What follows belongs to an exercise in optimizing a design on an open flow for a short achievable clock period and few clock cycles; a production flow would make more cautious choices. Only simulation tests tie the RTL to the original design; equivalence was not proved. No activity file was given, so power comes from the tool's default toggle rates.

==> inputs of ember <==
==> flow/design.v (excerpt) <==
module timer_queue_with_cancel #(
    parameter int TIMER_SLOTS = 16,
    parameter int SPARE_SLOTS = 0,
    parameter int QUEUE_DEPTH = 16
) (
    input  logic               i_clk,
    input  logic               i_rst_n,
    input  logic               i_cmd_valid,
    output logic               i_cmd_ready,
    input  logic [1:0]         i_cmd_command,
    input  logic [DELAY_W-1:0] i_cmd_delay,
    input  logic [ID_W-1:0]    i_cmd_target_id,
    output logic               o_res_valid,
    input  logic               o_res_ready,
    output logic [1:0]         o_res_kind,
    output logic [ID_W-1:0]    o_res_timer_id,
    output logic               o_res_was_cancelled,
    output logic               o_res_status,
    output logic [COUNT_W-1:0] o_res_count,
    output logic               o_res_last
);
==> flow/config.mk <==
export PLATFORM = sky130hd
export DESIGN_NAME = timer_queue_with_cancel
export DESIGN_NICKNAME = timer_queue_with_cancel
export VERILOG_FILES = /design/flow/design.v
export SDC_FILE = /design/flow/constraint.sdc
export NUM_CORES = 4
export LEC_CHECK = 0
export ABC_CLOCK_PERIOD_IN_PS = 2500
export CAP_MARGIN = 20
export CORE_MARGIN = 2
export CORE_UTILIZATION = 45
export PLACE_DENSITY = 0.65
export SLEW_MARGIN = 20
==> flow/constraint.sdc <==
create_clock -name core_clock -period 10.0 [get_ports {i_clk}]
set_input_delay 2.0000 -clock core_clock [delete_from_list [all_inputs] [get_ports {i_clk}]]
set_output_delay 2.0000 -clock core_clock [all_outputs]
set_load 0.01 [all_outputs]
standard.sh (not shown) runs the stock make flow with config.mk's settings and CLKGATE_MAP_FILE= SYNTH_SCRIPT=/design/flow/synth_recipe.tcl, a recipe that flattens the netlist after the stock synthesis.
==> flow/flow/run.sh <==
#!/bin/bash
# The standard layout (standard.sh: standard synthesis, floorplan, place, CTS, route),
# with timing repair aimed at SETUP_SLACK_MARGIN ns more setup slack than the clock period
# needs, so that repair keeps improving paths well inside the design's period.
# The whole make output goes to standard.log; ORFS's own per-step logs stay under orfs/logs.
set -uo pipefail
export SETUP_SLACK_MARGIN=6.8
bash standard.sh > standard.log 2>&1
==> indigo (differences from ember) <==
--- a/flow/design.v
+++ b/flow/design.v
@@ -148,12 +148,10 @@
     logic [CW:0]        r_held;
     logic [N-1:0]       r_exp_q;     
     logic               r_tp1;       
     logic [2:0]         r_pc4 [(TIMER_SLOTS + SPARE_SLOTS + 3) / 4];
     logic               r_tp2;       
-    logic [CW-1:0]      r_pcs;       
-    logic               r_tp3;       
     logic [N-1:0]       r_fsel;      
     logic               r_anyfree;
     logic [N-1:0]       r_dlt [N];
     logic [N-1:0]       r_idt [N];
     logic               r_p1_v;
@@ -197,11 +195,11 @@
     assign w_is_add  = r_e_cmd == CMD_ADD;
     assign w_is_can  = r_e_cmd == CMD_CANCEL;
     assign w_is_call = r_e_cmd == CMD_CANCEL_ALL;
     assign w_is_tick = r_e_cmd == CMD_TICK;
     logic               w_pend, w_add_wait;
-    assign w_pend     = r_tp1 || r_tp2 || r_tp3;
+    assign w_pend     = r_tp1 || r_tp2;
     assign w_full     = !w_pend && r_held == (CW + 1)'(NL);
     assign w_add_wait = w_pend && r_held > (CW + 1)'(NL);
     assign w_hit = r_valid & ~r_canc & r_e_eq;
     assign w_exp = r_valid & (r_canc | r_due);
     assign w_q_ok    = r_qok;
@@ -247,18 +245,16 @@
             for (int k = 4 * g; k < 4 * g + 4; k++) begin
                 if (k < N) w_x_c4[g] = w_x_c4[g] + 3'(r_exp_q[k]);
             end
         end
     end
-    logic [CW-1:0] w_x_sum;
-    always_comb begin
-        w_x_sum = '0;
-        for (int g = 0; g < NG; g++) w_x_sum = w_x_sum + CW'(r_pc4[g]);
-    end
     logic [CW:0] w_held_dec;
     always_comb begin
-        w_held_dec = r_tp3 ? r_held - (CW + 1)'(r_pcs) : r_held;
+        w_held_dec = r_held;
+        if (r_tp2) begin
+            for (int g = 0; g < NG; g++) w_held_dec = w_held_dec - (CW + 1)'(r_pc4[g]);
+        end
     end
     logic [N-1:0]       w_d_eq;
     logic               w_d_eqnew;
     logic [TIME_W:0]    w_s0, w_s1;
     logic [TIME_W-1:0]  w_dl0, w_dl1;
@@ -394,11 +390,10 @@
         end
         r_exp_q   <= w_exp;
         for (int g = 0; g < NG; g++) begin
             r_pc4[g] <= w_x_c4[g];
         end
-        r_pcs <= w_x_sum;
         r_p1_slot <= r_fsel;
         r_p1_dl   <= w_e_dl;
         r_p1_id   <= r_newid;
         r_p1_due2 <= r_e_s2 || r_tn2max;
         r_p2_slot <= r_p1_slot;
@@ -511,11 +506,10 @@
             r_tn2max  <= 1'b0;
             r_newid   <= ID_W'(1);
             r_held    <= '0;
             r_tp1     <= 1'b0;
             r_tp2     <= 1'b0;
-            r_tp3     <= 1'b0;
             r_fsel    <= N'(1);
             r_anyfree <= 1'b1;
             r_p1_v    <= 1'b0;
             r_p2_v    <= 1'b0;
             r_q_wp    <= '0;
@@ -545,11 +539,10 @@
                 r_tn2max <= r_tn3 == TMAX;
             end
             r_resv <= (r_resv | (w_tick_go ? w_exp : '0)) & ~w_clr;
             r_tp1  <= w_tick_go && (|w_exp);
             r_tp2  <= r_tp1;
-            r_tp3  <= r_tp2;
             r_held <= w_held_dec + (CW + 1)'(w_store);
             r_fsel    <= w_f1;
             r_anyfree <= w_any1;
             if (w_push) r_q_wp <= r_q_wp + QW'(1);
             if (w_pop_q) r_q_rp <= r_q_rp + QW'(1);
==> flow/flow/run.sh (replaced) <==
#!/bin/bash
# The standard layout (standard.sh: standard synthesis, floorplan, place, CTS, route),
# with timing repair aimed at SETUP_SLACK_MARGIN ns more setup slack than the clock period
# needs, so that repair keeps improving paths well inside the design's period.
# The whole make output goes to standard.log; ORFS's own per-step logs stay under orfs/logs.
set -uo pipefail
export SETUP_SLACK_MARGIN=6.7
bash standard.sh > standard.log 2>&1
==> qor summary <==
item                                                                         ember      indigo
Result of the run                                                  failed layout checks  timing/DRC/antenna clean
Reasons for failing layout checks                                    antenna rules           -
Count of fill cells added during filler insertion                            31900       31900
Vias                                                                        137000      134000
Footprint of the multi-input gates                                      0.0771 mm2  0.0761 mm2
Number of antenna violations at the first check in global routing              124         100
Critical register-to-register path startpoint                          r_d_tgt[30]  r_d_tgt[8]
Combined flip-flop and latch cell area                                  0.0800 mm2  0.0799 mm2
Final weighted congestion in routability-driven placement                     1.09        1.11
Number of buffers created by CTS                                               331         324
Maximum number of pins on one net before global-route repair                   104          86
Cell count after synthesis                                                   14600       14600
Internal                                                                   22.5 mW     22.3 mW
Switching portion of total power                                             0.308       0.297
Worst reg2reg path endpoint                                              r_e_eq[9]   r_e_eq[0]
Testbench counts of ember, summed over its fixed seeds: cycles 8,679.
Testbench counts of indigo, summed over its fixed seeds: cycles 8,679.

==> separate check: timing with driven ports <==
No port has a modelled driver above. Below, the same layouts with a new extraction and two added sets of constraints.
Step 1 (the two cells are an assumption about what drives the block):
set clk [get_ports {i_clk}]
set_driving_cell -lib_cell sky130_fd_sc_hd__clkbuf_16 $clk
set_driving_cell -lib_cell sky130_fd_sc_hd__buf_2 [delete_from_list [all_inputs] $clk]
Step 2 times the ports against the registers' clock, not the clock port: input delays grow and output delays shrink by t, the midpoint of the rising clock arrivals with the driver on.
Slacks: ideal / step 1 / step 2; pairs: ideal / step 1.
| run | t (ns) | setup slack, ns | hold WS [ns] | worst slew at a driven data input, ns |
|---|---|---|---|---|
| ember | 1.105 | 6.347 / 6.219 / 5.668 | 0.369 / 0.369 / 0.369 | 0.08 |
| indigo | 1.067 | 6.446 / 6.387 / 5.786 | 0.372 / 0.372 / 0.372 | 0.06 |
For ember, which loses most, drivers alone change the setup slack by -0.128 ns; drivers and shift together by -0.679 ns.
